This design comes from an exercise in tuning for small area and a short achievable clock period on the open sky130 flow, not from production work. Function was checked by simulation only, so behaviour that the tests miss may differ from the original. Power figures rest on the tool's default switching activity, not on a simulated workload.

// diffeq_fu_core
module diffeq_fu_core
#(
    parameter int unsigned WIDTH = diffeq_pkg::DEFAULT_WIDTH
) (
    input  logic                    clk,
    input  logic                    reset,
    input  logic                    en,
    input  logic signed [WIDTH-1:0] v1,
    input  logic signed [WIDTH-1:0] v2,
    input  logic signed [WIDTH-1:0] v3,
    input  logic signed [WIDTH-1:0] v4,
    input  logic signed [WIDTH-1:0] v5,
    input  logic signed [WIDTH-1:0] v6,
    input  logic                    mode,
    output logic signed [WIDTH-1:0] w1,
    output logic signed [WIDTH-1:0] w2,
    output logic signed [WIDTH-1:0] w3,
    output logic signed [WIDTH-1:0] r1,
    output logic signed [WIDTH-1:0] r2,
    output logic signed [WIDTH-1:0] r3,
    output logic                    ovf1,
    output logic                    ovf2,
    output logic                    ovf3,
    output logic                    valid
);
    logic m1_ovf, m2_ovf, a1_ovf;
    logic signed [WIDTH-1:0] r1_d, r1_q;
  ...
Size in the first run: ~1000 cells after synthesis, about 200 I/O pins.
export LEC_CHECK = 0
export CAP_MARGIN = 0
export CORE_MARGIN = 2
export CORE_UTILIZATION = 40
export GPL_ROUTABILITY_DRIVEN = 0
export SETUP_SLACK_MARGIN = 1.4
export SLEW_MARGIN = 0
export SYNTH_HIERARCHICAL = 1
export SYNTH_MINIMUM_KEEP_SIZE = 0
create_clock -name core_clock -period 10.0 [get_ports {clk}]
standard.sh (not shown) runs the stock make flow with config.mk's settings and CLKGATE_MAP_FILE= SYNTH_SCRIPT=/design/flow/synth_recipe.tcl, a recipe that flattens the netlist after the stock synthesis.
==> flow/flow/run.sh <==
#!/bin/bash
# The standard layout (standard.sh) with two changes:
#  - the port buffers are the smallest buffer cell, sky130_fd_sc_hd__buf_1;
#  - before floorplanning, flow/downsize.tcl gives each combinational cell its smallest
#    drive strength, so that timing repair upsizes only the cells that need it.
export BUFFER_PORTS_ARGS="-buffer_cell sky130_fd_sc_hd__buf_1"
export PRE_FLOORPLAN_TCL="$PWD/flow/downsize.tcl"
bash standard.sh > standard_run.log 2>&1
==> flow/flow/downsize.tcl <==
# Before floorplanning: give every combinational cell the smallest drive strength of its
# function; the timing repair later upsizes only the cells that need it.
set n 0
foreach inst [get_cells *] {
  set m [get_property $inst ref_name]
  if { ![regexp {^(sky130_fd_sc_hd__[a-z0-9]+)_([0-9]+)$} $m -> base sz] } { continue }
  if { [regexp {df|dl|sdf|edf|conb|fa$|ha$|tap|fill|decap|clkbuf|buf$|bufbuf|dly|clkinv} $base] } { continue }
  set best $m
  set best_area [get_property [get_lib_cells */$m] area]
  foreach alt [get_lib_cells */${base}_*] {
    set an [get_name $alt]
    if { ![regexp "^${base}_\[0-9\]+\$" $an] } { continue }
    if { [get_property $alt dont_use] } { continue }
    set a [get_property $alt area]
    if { $a < $best_area } { set best $an; set best_area $a }
  }
  if { $best ne $m } {
    replace_cell $inst $best
    incr n
  }
}
puts "downsize.tcl: resized $n instances to their smallest drive"
The starting point finished with timing, DRC and antenna clean.
Edit:
--- a/flow/config.mk
+++ b/flow/config.mk
@@ -10,4 +10,3 @@
 export CORE_UTILIZATION = 40
-export GPL_ROUTABILITY_DRIVEN = 0
-export SETUP_SLACK_MARGIN = 1.4
+export SETUP_SLACK_MARGIN = 1.8
 export SLEW_MARGIN = 0
What happened: The new run finished clean. Total power rose by roughly a tenth. Via count grows by a few percent. Routed wire length increases by a few percent. Cell area is higher by a little under a tenth. Sequential power hardly moves. Sequential share of layout area shrinks by 0.85 points.
Edit:
--- a/flow/config.mk
+++ b/flow/config.mk
@@ -10,3 +10,3 @@
 export CORE_UTILIZATION = 40
-export SETUP_SLACK_MARGIN = 1.8
+export SETUP_SLACK_MARGIN = 1.5
 export SLEW_MARGIN = 0
What happened: Flip-flop and latch count is unchanged; total power fell by 11%; non-clock buffer count fell by 44; sequential power barely changes; sequential share of layout area rose by 0.70 points; clock skew is unchanged; routed wire length fell by 5.0%.
Edit:
--- a/flow/config.mk
+++ b/flow/config.mk
@@ -10,3 +10,3 @@
 export CORE_UTILIZATION = 40
-export SETUP_SLACK_MARGIN = 1.5
+export SETUP_SLACK_MARGIN = 1.6
 export SLEW_MARGIN = 0
=> The new run completed without violations. Clock skew is unchanged. Global-route usage is about the same. Sequential share of layout area decreases by 0.13 points. Design area increases slightly. First-iteration DRC count is higher slightly. Combinational power came out higher slightly. Final cell count hardly moves.
Edit:
--- a/flow/config.mk
+++ b/flow/config.mk
@@ -10,3 +10,3 @@
 export CORE_UTILIZATION = 40
-export SETUP_SLACK_MARGIN = 1.6
+export SETUP_SLACK_MARGIN = 1.3
 export SLEW_MARGIN = 0
Setup slack degrades by 0.27 ns.
Power came out lower by about 2%.
First-iteration DRC count came out higher by about 5.5%.
Clock skew is unchanged.
Register-to-register slack stays flat.
Combinational power came out lower by about 2%.
Utilization came out lower by 1.3 points.
Cell count came out lower by about 0.7%.
Final area came out lower by about 2.8%.
Non-clock buffer count came out lower by 11.
Sequential share of layout area came out higher by 0.32 points.

==> static timing again, ports no longer ideal <==
The flow's constraints put no driver on any port. The routed layouts listed below were extracted and timed again, unchanged, in two steps.
Step 1 assumes that a clkbuf_16 drives the clock port and a buf_2 every other input.
Step 2 times the ports against the registers' clock, not the clock port: input delays grow and output delays shrink by t, the midpoint of the rising clock arrivals with the driver on.
a / b / c = no drivers / after step 1 / after step 2; a / b = the first two.
run	t (ns)	setup WS [ns]	worst slew at a driven data input, ns	cell pins on the clock port's net
the first run	0.329	1.641 / 1.584 / 1.584	0.08	1
the second run	0.324	1.890 / 1.862 / 1.862	0.08	1
the third run	0.329	1.660 / 1.636 / 1.636	0.07	1
the fourth run	0.330	1.777 / 1.750 / 1.750	0.08	1
the fifth run	0.329	1.510 / 1.485 / 1.485	0.08	1
After both steps every run listed still meets setup and hold. For the first run, which loses most, drivers alone change the setup slack by -0.057 ns; drivers and shift together by -0.057 ns.
